Context: an optimization exercise on an open-source flow, tuned for small area, a short achievable clock period and few clock cycles. The choices shown serve that exercise and are no tape-out recipe. Function was checked by simulation only, so behaviour that the tests miss may differ from the original. No activity file was given, so power comes from the tool's default toggle rates.

`flow/run.sh`:
```
#!/bin/bash
# The standard layout (standard.sh) with three changes to how it is made:
#  - timing repair aims at 10.5 ns of setup slack, so the achieved period is short;
#  - ports are buffered with buf_1 instead of the default delay buffer;
#  - the clock tree uses clkbuf_8 and no dummy loads.
# Everything else, the synthesis included, is the standard flow. The make output goes to
# flow_make.log; ORFS's own per-step logs stay under orfs/logs.
set -euo pipefail
bash standard.sh \
  SETUP_SLACK_MARGIN=10.5 \
  "BUFFER_PORTS_ARGS=-buffer_cell sky130_fd_sc_hd__buf_1" \
  "CTS_ARGS=-sink_clustering_enable -repair_clock_nets -buf_list sky130_fd_sc_hd__clkbuf_8 -root_buf sky130_fd_sc_hd__clkbuf_8 -dont_use_dummy_load" \
  finish > flow_make.log 2>&1
```
`config.mk`:
```
export PLATFORM = sky130hd
export DESIGN_NAME = vaddr_gen
export DESIGN_NICKNAME = vaddr_gen
export VERILOG_FILES = /design/flow/design.v
export SDC_FILE = /design/flow/constraint.sdc
export NUM_CORES = 4
export LEC_CHECK = 0
export CAP_MARGIN = 20
export CORE_MARGIN = 2
export CORE_UTILIZATION = 40
export SLEW_MARGIN = 20
```
`standard.sh`:
```
#!/bin/bash
# synth_recipe.tcl (not shown) runs the flow's synth.tcl, then flattens the netlist and writes it again
# the make line also repeats each setting of config.mk as NAME=value (left out here)
make -C /OpenROAD-flow-scripts/flow DESIGN_CONFIG=/design/flow/config.mk WORK_HOME=/design/flow/orfs CLKGATE_MAP_FILE= SYNTH_SCRIPT=/design/flow/synth_recipe.tcl "${@:-finish}"
```
`constraint.sdc`:
```
create_clock -name core_clock -period 15.0 [get_ports {clk_i}]
set_input_delay 3.0000 -clock core_clock [delete_from_list [all_inputs] [get_ports {clk_i}]]
set_output_delay 3.0000 -clock core_clock [all_outputs]
set_load 0.01 [all_outputs]
```
`design.v`:
```
`default_nettype none
package vaddr_pkg;
  localparam int unsigned AddrWidth = 32;
  typedef logic [AddrWidth-1:0] addr_t;
  localparam int unsigned VlWidth = 16;
  typedef logic [VlWidth-1:0] vlen_t;
  typedef logic signed [AddrWidth-1:0] stride_t;
  localparam int unsigned PageBits = 12;
  localparam int unsigned MaxBurstBeats = 256;
  typedef enum logic [1:0] {
    EW8  = 2'd0,
    EW16 = 2'd1,
    EW32 = 2'd2,
    EW64 = 2'd3
  } vew_e;
  typedef enum logic [1:0] {
    OP_VLE  = 2'd0,
    OP_VSE  = 2'd1,
    OP_VLSE = 2'd2,
    OP_VSSE = 2'd3
  } vop_e;
  typedef struct packed {
    addr_t   addr;
    vlen_t   len;
    stride_t stride;
    vew_e    vew;
    logic    is_load;
    logic    is_burst;
  } mem_req_t;
  typedef struct packed {
    addr_t      addr;
    logic [7:0] len;
    logic [2:0] size;
    logic       is_load;
  } lsu_req_t;
  localparam int unsigned MemReqBits = 2 * AddrWidth + VlWidth + 4;
  localparam int unsigned LsuReqBits = AddrWidth + 12;
endpackage
`default_nettype wire
`timescale 1ns/1ps
`default_nettype none
module vaddr_fifo #(
  parameter int unsigned Depth = 4,
  parameter int unsigned Width = 1
) (
  input  logic clk_i,
  input  logic rst_ni,
  input  logic push_i,
  input  logic [Width-1:0] data_i,
  output logic full_o,
  input  logic pop_i,
  output logic [Width-1:0] data_o,
  output logic empty_o
);
  localparam int unsigned PtrWidth = (Depth > 1) ? $clog2(Depth) : 1;
  localparam int unsigned CntWidth = $clog2(Depth + 1);
  logic [Width-1:0]    mem_q [Depth];
  logic [PtrWidth-1:0] wr_ptr_q;
  logic [PtrWidth-1:0] rd_ptr_q;
  logic [CntWidth-1:0] count_q;
  logic                do_push;
  logic                do_pop;
  function automatic logic [PtrWidth-1:0] ptr_inc(logic [PtrWidth-1:0] ptr);
    if (ptr == PtrWidth'(Depth - 1)) begin
      ptr_inc = '0;
    end else begin
      ptr_inc = ptr + PtrWidth'(1);
    end
  endfunction
  assign full_o  = (count_q == CntWidth'(Depth));
  assign empty_o = (count_q == '0);
  assign do_push = push_i && !full_o;
  assign do_pop  = pop_i && !empty_o;
  assign data_o = mem_q[rd_ptr_q];
  always_ff @(posedge clk_i or negedge rst_ni) begin
    if (!rst_ni) begin
      wr_ptr_q <= '0;
      rd_ptr_q <= '0;
      count_q  <= '0;
    end else begin
      if (do_push) begin
        wr_ptr_q <= ptr_inc(wr_ptr_q);
      end
      if (do_pop) begin
        rd_ptr_q <= ptr_inc(rd_ptr_q);
      end
      case ({do_push, do_pop})
        2'b10:   count_q <= count_q + CntWidth'(1);
        2'b01:   count_q <= count_q - CntWidth'(1);
        default: count_q <= count_q;
      endcase
    end
  end
  always_ff @(posedge clk_i) begin
    if (do_push) begin
      mem_q[wr_ptr_q] <= data_i;
    end
  end
endmodule
`default_nettype wire
module vaddr_add32 (
  input  logic [31:0] a,
  input  logic [31:0] b,
  output logic [31:0] s
);
  logic [31:0] p, g;
  logic [7:0]  bp, bg;    
  logic [7:0]  bc;        
  assign p = a ^ b;
  assign g = a & b;
  for (genvar k = 0; k < 8; k++) begin : g_blk
    assign bp[k] = &p[4*k +: 4];
    assign bg[k] = g[4*k+3] | (p[4*k+3] & (g[4*k+2] | (p[4*k+2] & (g[4*k+1] | (p[4*k+1] & g[4*k])))));
  end
  logic [7:0] G1, P1, G2, P2, G3;
  always_comb begin
    G1 = bg; P1 = bp;
    for (int k = 1; k < 8; k += 2) begin
      G1[k] = bg[k] | (bp[k] & bg[k-1]);
      P1[k] = bp[k] & bp[k-1];
    end
    G2 = G1; P2 = P1;
    for (int k = 3; k < 8; k += 4) begin
      G2[k] = G1[k] | (P1[k] & G1[k-2]);
      P2[k] = P1[k] & P1[k-2];
    end
    G3 = G2;
    G3[7] = G2[7] | (P2[7] & G2[3]);
    G3[5] = G2[5] | (P2[5] & G2[3]);
    G3[2] = G2[2] | (bp[2] & G2[1]);
    G3[4] = G2[4] | (bp[4] & G2[3]);
    G3[6] = G2[6] | (bp[6] & G3[5]);
  end
  assign bc = {G3[6:0], 1'b0};
  for (genvar k = 0; k < 8; k++) begin : g_rip
    logic [4:0] c;
    assign c[0] = bc[k];
    for (genvar i = 0; i < 4; i++) begin : g_bit
      assign c[i+1] = g[4*k+i] | (p[4*k+i] & c[i]);
      assign s[4*k+i] = p[4*k+i] ^ c[i];
    end
  end
endmodule
`timescale 1ns/1ps
`default_nettype none
module vaddr_req_decode (
  input  logic                clk_i,
  input  logic                rst_ni,
  input  logic                req_valid_i,
  output logic                req_ready_o,
  input  vaddr_pkg::vop_e     req_op_i,
  input  vaddr_pkg::addr_t    req_addr_i,
  input  vaddr_pkg::vlen_t    req_len_i,
  input  vaddr_pkg::stride_t  req_stride_i,
  input  vaddr_pkg::vew_e     req_vew_i,
  output logic                ack_o,
  output logic                ack_error_o,
  input  logic                queue_full_i,
  output logic                queue_push_o,
  output vaddr_pkg::mem_req_t queue_data_o
);
  logic                busy_q;
  vaddr_pkg::mem_req_t entry_q;
  logic                accept;
  assign req_ready_o = !busy_q;
  assign accept      = req_valid_i && req_ready_o;
  always_ff @(posedge clk_i or negedge rst_ni) begin
    if (!rst_ni) begin
      busy_q <= 1'b0;
    end else if (accept) begin
      busy_q <= 1'b1;
    end else if (ack_o) begin
      busy_q <= 1'b0;
    end
  end
  always_ff @(posedge clk_i) begin
    if (accept) begin
      entry_q.addr     <= req_addr_i;
      entry_q.len      <= req_len_i;
      entry_q.stride   <= req_stride_i;
      entry_q.vew      <= req_vew_i;
      entry_q.is_load  <= (req_op_i == vaddr_pkg::OP_VLE) ||
                          (req_op_i == vaddr_pkg::OP_VLSE);
      entry_q.is_burst <= (req_op_i == vaddr_pkg::OP_VLE) ||
                          (req_op_i == vaddr_pkg::OP_VSE);
    end
  end
  vaddr_pkg::addr_t align_mask;
  logic             misaligned;
  logic             zero_len;
  logic             reject;
  assign align_mask = (vaddr_pkg::addr_t'(1) << entry_q.vew) - vaddr_pkg::addr_t'(1);
  assign misaligned = |(entry_q.addr & align_mask);
  assign zero_len   = (entry_q.len == '0);
  assign reject = misaligned || zero_len;
  assign queue_push_o = busy_q && !reject && !queue_full_i;
  assign queue_data_o = entry_q;
  assign ack_o       = busy_q && (reject || !queue_full_i);
  assign ack_error_o = busy_q && misaligned;
endmodule
`default_nettype wire
`timescale 1ns/1ps
`default_nettype none
module vaddr_burst_split #(
  parameter int unsigned BusBytes = 8
) (
  input  logic                 clk_i,
  input  logic                 rst_ni,
  input  logic                 req_empty_i,
  input  vaddr_pkg::mem_req_t  req_data_i,
  output logic                 req_pop_o,
  output logic                 ar_valid_o,
  input  logic                 ar_ready_i,
  output vaddr_pkg::addr_t     ar_addr_o,
  output logic [7:0]           ar_len_o,
  output logic [2:0]           ar_size_o,
  output logic                 aw_valid_o,
  input  logic                 aw_ready_i,
  output vaddr_pkg::addr_t     aw_addr_o,
  output logic [7:0]           aw_len_o,
  output logic [2:0]           aw_size_o,
  input  logic                 lsu_full_i,
  input  logic                 lsu_empty_i,
  input  logic                 lsu_head_is_load_i,
  output logic                 lsu_push_o,
  output vaddr_pkg::lsu_req_t  lsu_data_o
);
  localparam int unsigned ByteOff = $clog2(BusBytes);
  localparam vaddr_pkg::addr_t BeatMask  = vaddr_pkg::addr_t'(BusBytes - 1);
  localparam vaddr_pkg::addr_t BurstSpan =
    vaddr_pkg::addr_t'(vaddr_pkg::MaxBurstBeats * BusBytes);
  typedef enum logic [1:0] {
    ST_IDLE,
    ST_BOUNDS,
    ST_REQ
  } state_e;
  state_e              state_q;
  vaddr_pkg::mem_req_t cur_q;
  vaddr_pkg::addr_t    aligned_start_q;
  vaddr_pkg::addr_t    aligned_end_q;
  vaddr_pkg::addr_t    next_start_q;
  vaddr_pkg::addr_t consumed_bytes;
  vaddr_pkg::addr_t consumed_elems;
  vaddr_pkg::addr_t next_addr;
  vaddr_pkg::vlen_t next_len;
  vaddr_pkg::addr_t bnd_addr;
  vaddr_pkg::vlen_t bnd_len;
  vaddr_pkg::addr_t bnd_bytes;
  vaddr_pkg::addr_t last_byte;
  vaddr_pkg::addr_t page_end;
  vaddr_pkg::addr_t burst_end;
  vaddr_pkg::addr_t end_sel;
  assign consumed_bytes = next_start_q - cur_q.addr;
  assign consumed_elems = consumed_bytes >> cur_q.vew;
  always_comb begin
    if (cur_q.is_burst) begin
      next_addr = next_start_q;
      if (consumed_elems >= vaddr_pkg::addr_t'(cur_q.len)) begin
        next_len = '0;
      end else begin
        next_len = cur_q.len - vaddr_pkg::vlen_t'(consumed_elems);
      end
    end else begin
      next_addr = cur_q.addr + vaddr_pkg::addr_t'(cur_q.stride);
      next_len  = cur_q.len - vaddr_pkg::vlen_t'(1);
    end
  end
  assign bnd_addr = (state_q == ST_REQ) ? next_addr : cur_q.addr;
  assign bnd_len  = (state_q == ST_REQ) ? next_len : cur_q.len;
  assign bnd_bytes = vaddr_pkg::addr_t'(bnd_len) << cur_q.vew;
  assign last_byte = bnd_addr + bnd_bytes - vaddr_pkg::addr_t'(1);
  assign page_end  = {bnd_addr[vaddr_pkg::AddrWidth-1:vaddr_pkg::PageBits],
                      {vaddr_pkg::PageBits{1'b1}}};
  assign burst_end = (bnd_addr & ~BeatMask) + BurstSpan - vaddr_pkg::addr_t'(1);
  always_comb begin
    end_sel = last_byte;
    if (page_end < end_sel) begin
      end_sel = page_end;
    end
    if (burst_end < end_sel) begin
      end_sel = burst_end;
    end
  end
  logic             dir_ok;
  logic             ax_valid;
  logic             ax_ready;
  logic             xfer;
  vaddr_pkg::addr_t beat_span;
  logic [7:0]       ax_len;
  logic [2:0]       ax_size;
  assign dir_ok   = lsu_empty_i || (lsu_head_is_load_i == cur_q.is_load);
  assign ax_valid = (state_q == ST_REQ) && dir_ok && !lsu_full_i;
  assign ax_ready = cur_q.is_load ? ar_ready_i : aw_ready_i;
  assign xfer     = ax_valid && ax_ready;
  assign beat_span = (aligned_end_q - aligned_start_q) >> ByteOff;
  assign ax_len    = cur_q.is_burst ? beat_span[7:0] : 8'd0;
  assign ax_size   = cur_q.is_burst ? 3'(ByteOff) : {1'b0, cur_q.vew};
  assign ar_valid_o = ax_valid && cur_q.is_load;
  assign ar_addr_o  = cur_q.addr;
  assign ar_len_o   = ax_len;
  assign ar_size_o  = ax_size;
  assign aw_valid_o = ax_valid && !cur_q.is_load;
  assign aw_addr_o  = cur_q.addr;
  assign aw_len_o   = ax_len;
  assign aw_size_o  = ax_size;
  assign lsu_push_o         = xfer;
  assign lsu_data_o.addr    = cur_q.addr;
  assign lsu_data_o.len     = ax_len;
  assign lsu_data_o.size    = ax_size;
  assign lsu_data_o.is_load = cur_q.is_load;
  assign req_pop_o = (state_q == ST_IDLE) && !req_empty_i;
  always_ff @(posedge clk_i or negedge rst_ni) begin
    if (!rst_ni) begin
      state_q <= ST_IDLE;
    end else begin
      case (state_q)
        ST_IDLE:   if (req_pop_o) state_q <= ST_BOUNDS;
        ST_BOUNDS: state_q <= ST_REQ;
        ST_REQ:    if (xfer && (next_len == '0)) state_q <= ST_IDLE;
        default:   state_q <= ST_IDLE;
      endcase
    end
  end
  always_ff @(posedge clk_i) begin
    if (req_pop_o) begin
      cur_q <= req_data_i;
    end else if (xfer) begin
      cur_q.addr <= next_addr;
      cur_q.len  <= next_len;
    end
    if ((state_q == ST_BOUNDS) || xfer) begin
      aligned_start_q <= bnd_addr & ~BeatMask;
      aligned_end_q   <= end_sel & ~BeatMask;
      next_start_q    <= (end_sel & ~BeatMask) + vaddr_pkg::addr_t'(BusBytes);
    end
  end
endmodule
`default_nettype wire
`timescale 1ns/1ps
`default_nettype none
module vaddr_gen #(
  parameter int unsigned BusBytes = 8
) (
  input  logic               clk_i,
  input  logic               rst_ni,
  input  logic               req_valid_i,
  output logic               req_ready_o,
  input  vaddr_pkg::vop_e    req_op_i,
  input  vaddr_pkg::addr_t   req_addr_i,
  input  vaddr_pkg::vlen_t   req_len_i,
  input  vaddr_pkg::stride_t req_stride_i,
  input  vaddr_pkg::vew_e    req_vew_i,
  output logic               ack_o,
  output logic               ack_error_o,
  output logic               ar_valid_o,
  input  logic               ar_ready_i,
  output vaddr_pkg::addr_t   ar_addr_o,
  output logic [7:0]         ar_len_o,
  output logic [2:0]         ar_size_o,
  output logic               aw_valid_o,
  input  logic               aw_ready_i,
  output vaddr_pkg::addr_t   aw_addr_o,
  output logic [7:0]         aw_len_o,
  output logic [2:0]         aw_size_o,
  output logic               lsu_valid_o,
  input  logic               lsu_ready_i,
  output vaddr_pkg::addr_t   lsu_addr_o,
  output logic [7:0]         lsu_len_o,
  output logic [2:0]         lsu_size_o,
  output logic               lsu_is_load_o
);
  logic             w_valid_q;
  logic             w_bh_q;
  vaddr_pkg::addr_t w_a_q;
  logic [15:0]      w_r_q;
  vaddr_pkg::addr_t w_stride_q;
  logic [1:0]       w_vew_q;
  logic             w_load_q;
  logic             w_burst_q;
  logic take;
  logic in_misal;
  logic in_good;
  logic ready_q;
  assign req_ready_o = ready_q;
  assign take        = req_valid_i && !w_valid_q;
  assign in_misal = |(req_addr_i[2:0] & ((3'd1 << req_vew_i) - 3'd1));
  assign in_good  = !in_misal && (req_len_i != '0);
  logic ack_q;
  logic ack_err_q;
  always_ff @(posedge clk_i or negedge rst_ni) begin
    if (!rst_ni) begin
      ack_q <= 1'b0;
    end else begin
      ack_q <= take;
    end
  end
  always_ff @(posedge clk_i) begin
    ack_err_q <= in_misal;
  end
  assign ack_o       = ack_q;
  assign ack_error_o = ack_err_q;
  logic [11:0] room_bytes;
  logic [11:0] room_elems;
  logic [15:0] step;
  logic [10:0] tail_span;
  logic [7:0]  lim;
  logic        w_last;
  logic [7:0]  len_b;
  vaddr_pkg::addr_t stride_sum;
  vaddr_add32 u_add (.a(w_a_q), .b(w_stride_q), .s(stride_sum));
  assign room_bytes = w_a_q[11] ? (~w_a_q[11:0] + 12'd1) : (12'h800 - {9'd0, w_a_q[2:0]});
  assign room_elems = room_bytes >> w_vew_q;
  assign step       = w_burst_q ? {4'd0, room_elems} : 16'd1;
  assign w_last     = w_burst_q ? (w_r_q <= step) : (w_r_q == (w_bh_q ? 16'd2 : 16'd1));
  assign lim       = w_a_q[11] ? ~w_a_q[10:3] : 8'hFF;
  assign tail_span = (w_r_q[10:0] << w_vew_q) + {8'd0, w_a_q[2:0]} - 11'd1;
  assign len_b     = w_last ? tail_span[10:3] : lim;
  logic in_strided;
  logic in_last;
  assign in_strided = req_op_i[1];
  assign in_last    = (req_len_i == 16'd1);
  logic             o_valid_q;
  logic             o_done_q;    
  vaddr_pkg::addr_t o_a_q;
  logic [7:0]       o_len_q;
  logic [1:0]       o_size_q;
  logic             o_load_q;
  logic             l_valid_q;
  vaddr_pkg::addr_t l_a_q;
  logic [7:0]       l_len_q;
  logic [1:0]       l_size_q;
  logic             l_load_q;
  logic ar_valid_q;
  logic aw_valid_q;
  logic dir_ok;
  logic ax_valid;
  logic hs;
  logic l_take;
  logic l_push;
  logic o_free;
  logic direct;
  assign dir_ok   = !l_valid_q || (l_load_q == o_load_q);
  assign ax_valid = o_valid_q && !o_done_q && dir_ok;
  assign hs       = (ar_valid_q && ar_ready_i) || (aw_valid_q && aw_ready_i);
  assign l_take   = !l_valid_q || lsu_ready_i;
  assign l_push   = o_valid_q && (o_done_q || hs) && l_take;
  assign o_free   = !o_valid_q || l_push;
  assign direct   = take && in_good && in_strided && o_free;
  logic w_valid_n;
  logic o_valid_n;
  logic o_done_n;
  logic o_load_n;
  logic l_valid_n;
  logic l_load_n;
  logic dir_ld_n;
  logic dir_st_n;
  assign w_valid_n = !w_valid_q ? (take && in_good && !(direct && in_last))
                               : !(o_free && w_last);
  assign o_valid_n = o_free ? (w_valid_q || direct) : o_valid_q;
  assign o_done_n  = !o_free && (o_done_q || hs);
  assign o_load_n  = o_free ? (w_valid_q ? w_load_q : !req_op_i[0]) : o_load_q;
  assign l_valid_n = l_take ? l_push : l_valid_q;
  assign l_load_n  = l_push ? o_load_q : l_load_q;
  assign dir_ld_n  = !l_valid_n || l_load_n;
  assign dir_st_n  = !l_valid_n || !l_load_n;
  assign ar_valid_o = ar_valid_q;
  assign ar_addr_o  = o_a_q;
  assign ar_len_o   = o_len_q;
  assign ar_size_o  = {1'b0, o_size_q};
  assign aw_valid_o = aw_valid_q;
  assign aw_addr_o  = o_a_q;
  assign aw_len_o   = o_len_q;
  assign aw_size_o  = {1'b0, o_size_q};
  assign lsu_valid_o   = l_valid_q;
  assign lsu_addr_o    = l_a_q;
  assign lsu_len_o     = l_len_q;
  assign lsu_size_o    = {1'b0, l_size_q};
  assign lsu_is_load_o = l_load_q;
  always_ff @(posedge clk_i or negedge rst_ni) begin
    if (!rst_ni) begin
      w_valid_q  <= 1'b0;
      o_valid_q  <= 1'b0;
      o_done_q   <= 1'b0;
      l_valid_q  <= 1'b0;
      ar_valid_q <= 1'b0;
      aw_valid_q <= 1'b0;
    end else begin
      w_valid_q  <= w_valid_n;
      o_valid_q  <= o_valid_n;
      o_done_q   <= o_done_n;
      l_valid_q  <= l_valid_n;
      ar_valid_q <= o_valid_n && !o_done_n && o_load_n && dir_ld_n;
      aw_valid_q <= o_valid_n && !o_done_n && !o_load_n && dir_st_n;
    end
  end
  always_ff @(posedge clk_i or negedge rst_ni) begin
    if (!rst_ni) begin
      ready_q <= 1'b1;
    end else begin
      ready_q <= !w_valid_n;
    end
  end
  always_ff @(posedge clk_i) begin
    if (!w_valid_q) begin
      w_a_q      <= req_addr_i;
      w_r_q      <= req_len_i;
      w_stride_q <= req_stride_i;
      w_vew_q    <= req_vew_i;
      w_load_q   <= !req_op_i[0];
      w_burst_q  <= !req_op_i[1];
      w_bh_q     <= o_free && req_op_i[1];
    end else if (o_free) begin
      w_r_q <= w_r_q - step;
      if (w_burst_q) begin
        w_a_q <= w_a_q[11] ? {w_a_q[31:12] + 20'd1, 12'd0}
                           : {w_a_q[31:12], 1'b1, w_a_q[10:3], 3'd0};
      end else begin
        w_a_q <= stride_sum;
      end
    end
    if (o_free) begin
      if (w_valid_q) begin
        o_a_q    <= w_bh_q ? stride_sum : w_a_q;
        o_len_q  <= w_burst_q ? len_b : 8'd0;
        o_size_q <= w_burst_q ? 2'd3 : w_vew_q;
        o_load_q <= w_load_q;
      end else begin
        o_a_q    <= req_addr_i;
        o_len_q  <= 8'd0;
        o_size_q <= req_vew_i;
        o_load_q <= !req_op_i[0];
      end
    end
    if (l_push) begin
      l_a_q    <= o_a_q;
      l_len_q  <= o_len_q;
      l_size_q <= o_size_q;
      l_load_q <= o_load_q;
    end
  end
endmodule
`default_nettype wire
```
==> summary.md <==
| Metric | Value |
|---|---|
| Status | `no timing/DRC/antenna violations` |
| Slew HR | `31.4%` |
| DRC viols | `0` |
| Maximum VDD drop | `0.149 mV` |
| GR Overflow Total | `0` |
| DR vias | `8014` |
| Max Cap Viol | `0` |
| Number of global-route vias before repair | `7288` |
| Critical Path RT | `15.10 ns` |
| Clock sinks | `180` |
| Post-synth top area cell | `edfxtp_1` |
| Crit path to | `w_a_q[10]` |
| TritonCTS clock tree | `done` |
| Minimum clock period | `4.41 ns` |
| Synth Warn # | `2` |
| R2r setup slk | `10.65 ns` |
| DRT antenna net count | `0` |
| R2r endpoint | `o_len_q[7]` |
| PortBufs | `222` |
| Post-place setup slack | `9.52 ns` |
| Chip height | `167 µm` |
| Syn Inst Count | `961` |
| Via/cell ratio | `5.43` |
| Worst-path clk slew | `0.08 ns` |
| Pwr Density | `273 mW/mm²` |
| Critical Path Start | `lsu_ready_i` |
| CP arrival | `4.51 ns` |
| Drt pass-1 iters | `29` |
| First DRT Iteration DRCs | `678` |
| Die Wd | `167 µm` |
| Footprint of the multi-input gates | `0.00476 mm²` |
| Sum Neg Setup Slack | `0 ns` |
| Final Slew Violations | `0` |
| Count leader, synth | `edfxtp_1` |
| Launching point of the worst reg2reg path | `w_a_q[5]` |
| Post-synth EDFFs | `168` |
| CP Max Fanout | `22` |
| Post-synthesis cell area | `0.0107 mm²` |
| Hold Vio Cnt, Final | `0` |
| Worst slew pin tran | `1.03 ns` |
| Fill cells | `2502` |
| Post-synth top cells | `168 x edfxtp_1, 90 x nand2_1, 75 x o21ai_0` |
| LEAKAGE | `4.27 nW` |
| Core box area | `0.0261 mm²` |
| Final setup vio count | `0` |
| Sequential cell area | `0.00533 mm²` |
| Distinct cells, synth | `74` |
| Synthesized area per cell | `11.1 µm²` |
| Asr flop ratio synth | `4.44%` |
| Tot Pwr | `3.25 mW` |
| Sequential-to-total area share from yosys stat | `50.0%` |
| Pin count of the biggest net entering global routing | `90` |
| Placement Rows | `59` |
| Initial core utilization | `40.8%` |
| DIE AREA | `0.0280 mm²` |
| Fmax | `227 MHz` |
| Top post-synthesis cells by area | `edfxtp_1 47%, ha_1 5.9%, fa_1 4.7%, o21ai_0 3.5%, buf_4 3.2%` |
| RD Place Congestion | `0.869` |
| Clk root buf | `clkbuf_8` |
| Yosys top cell area share | `47.4%` |
| Final WL | `27400 µm` |
| H-Tree Level Count | `4` |
| Layout area overhead | `11.8%` |
| RSZ-0062 raised after global routing | `true` |
| Critical Path End Type | `flip-flop` |
| Top_reg_cell synth | `edfxtp_1` |
| Yosys reg bits | `180` |
| CTS Buf Count | `17` |
| CP Class | `in2reg` |
| DR WL/cell | `18.5 µm` |
| Antenna diodes | `0` |
| First-pass GRT wire length | `41000 µm` |
| Fraction of layout cells with a size suffix above 1 | `7.36%` |
| Worst skew pair latency | `0.46 ns` |
| Final-stage net count | `1308` |
| Number of I/O pins | `226` |
| Initial antenna violation count | `0` |
| Period utilisation layout | `29.4%` |
| GRT Resource Usage Total | `19.0%` |
| DPL Wire Length | `19400 µm` |
| Hold Crit Class | `reg2reg` |
| R2R depth | `13` |
| Startpoint Class | `input port` |
| Clock Tree Buf Depth | `2` |
| Setup WS post-layout | `10.59 ns` |
| Clock skew | `0.0400 ns` |
==> report_power, final <==
| part | switching (mW) | leakage [nW] | internal, mW |
|---|---|---|---|
| clock network | 0.154 | 0.122 | 0.100 |
| registers | 0.225 | 1.72 | 0.952 |
| logic | 1.09 | 2.43 | 0.726 |
==> registers in the layout, indices dropped and copies added, names as in the netlist, 8 cells and up <==
signal	flops
w_a_q	32
l_a_q	32
o_a_q	32
l_len_q	8
w_r_q	16
o_len_q	8
w_stride_q	32
==> worst max-delay path, stage by stage <==
cell      delay, ns
buf_1          0.06
nand2b_1       0.16
nand3_2        0.13
and2_4         0.22
nand2_1        0.08
buf_4          0.34
o21a_2         0.51
==> worst min-delay path by stage <==
stage,start,to,cells after the start
finish,o_size_q[1],l_size_q[1],0
global route,o_a_q[21],l_a_q[21],0
CTS,o_size_q[1],l_size_q[1],0
detailed placement,o_a_q[28],l_a_q[28],0
global placement,o_a_q[26],l_a_q[26],0
floorplan,w_load_q,w_load_q,2
==> area by class of cell <==
cell class                      count  share of cell area (%)
Multi-Input combinational cell    651                    40.0
Sequential cell                   180                    44.7
Clock buffer                       17                    1.96
Tap cell                          335                    3.52
Timing Repair Buffer              237                    7.97
Inverter                           54                    1.73
Timing Repair inverter              2                   0.105
==> layer usage <==
metal / track usage [%] / up-vias / routed length (µm)
met5: 0 / - / 0
met4: 5.60 / 0 / 537
met3: 3.33 / 28 / 1820
met2: 29.6 / 335 / 12400
met1: 27.3 / 3828 / 12600
li1: - / 3823 / -
==> metrics by stage <==
| step | std cells | cell area, µm² | util, % | hold slack [ns] |
|---|---|---|---|---|
| final | 1476 | 11900 | 45.6 | 0.472 |
| after global routing | 1476 | 11900 | 45.6 | 0.472 |
| after CTS | 1466 | 11800 | 45.0 | 0.475 |
| after detailed placement | 1445 | 11500 | 44.0 | 0.467 |
| after global placement | 1445 | 11500 | 44.0 | 0.466 |
| after floorplan | 963 | 10700 | - | 0.437 |
==> cells by family (layout without fill, tap and decap cells) <==
family          Yosys count  after routing  synth area share [%]
other cells               1              3                0.0352
flops                   180            180                  50.0
buf+inv                 134            310                  6.44
simple gates            256            256                  11.5
fa+ha+maj                75             75                  10.6
xor+xnor                 44             44                  3.62
mux                      39             39                  3.90
compound gates          232            234                  13.9
==> what timing repair did <==
item | in CTS | in global routing
setup buffers | 2 | 8
hold buffers | 0 | 0
endpoints found under the setup margin | 50 | 16
cloned | 2 | 2
pin swaps | 1 | 9
gates resized for setup | 4 | 15
==> layout by cell type, fill, tap and decap left out, drive strengths merged, types with 15 or more instances in the layout <==
cell | netlist | routed
a21oi | 47 | 47
nand3 | 19 | 19
nor2b | 16 | 16
inv | 51 | 51
clkbuf | 24 | 17
ha | 50 | 50
buf | 56 | 237
nor2 | 60 | 60
xnor2 | 22 | 22
edfxtp | 168 | 168
nand2 | 90 | 90
mux2i | 28 | 28
o21ai | 77 | 78
a31oi | 15 | 15
fa | 25 | 25
xor2 | 22 | 22
Testbench counts, summed over its fixed seeds: cycles 1,962.

what the ideal ports hide:
The flow's constraints put no driver on any port. The routed layout listed below was extracted and timed again, unchanged, in two steps. Step 1: set_driving_cell puts a clkbuf_16 on clk_i and a buf_2 on each other input, an assumption about the parent block. Step 2 adds t to the input delays and takes it off the output delays; t is the mean of the earliest and latest rising clock arrival at the registers after step 1. Input paths then give back, and output paths get back, about the clock's delay inside the block. a / b / c = no drivers / after step 1 / after step 2; a / b = the first two.
shift t [ns]: 0.481
slack for setup (ns): 10.593 / 10.608 / 10.127
worst hold slack (ns): 0.472 / 0.472 / 0.472
pins driven straight from the clock port: 1
After both steps this run still meets setup and hold. For this run, drivers alone change the setup slack by +0.015 ns; drivers and shift together by -0.466 ns.
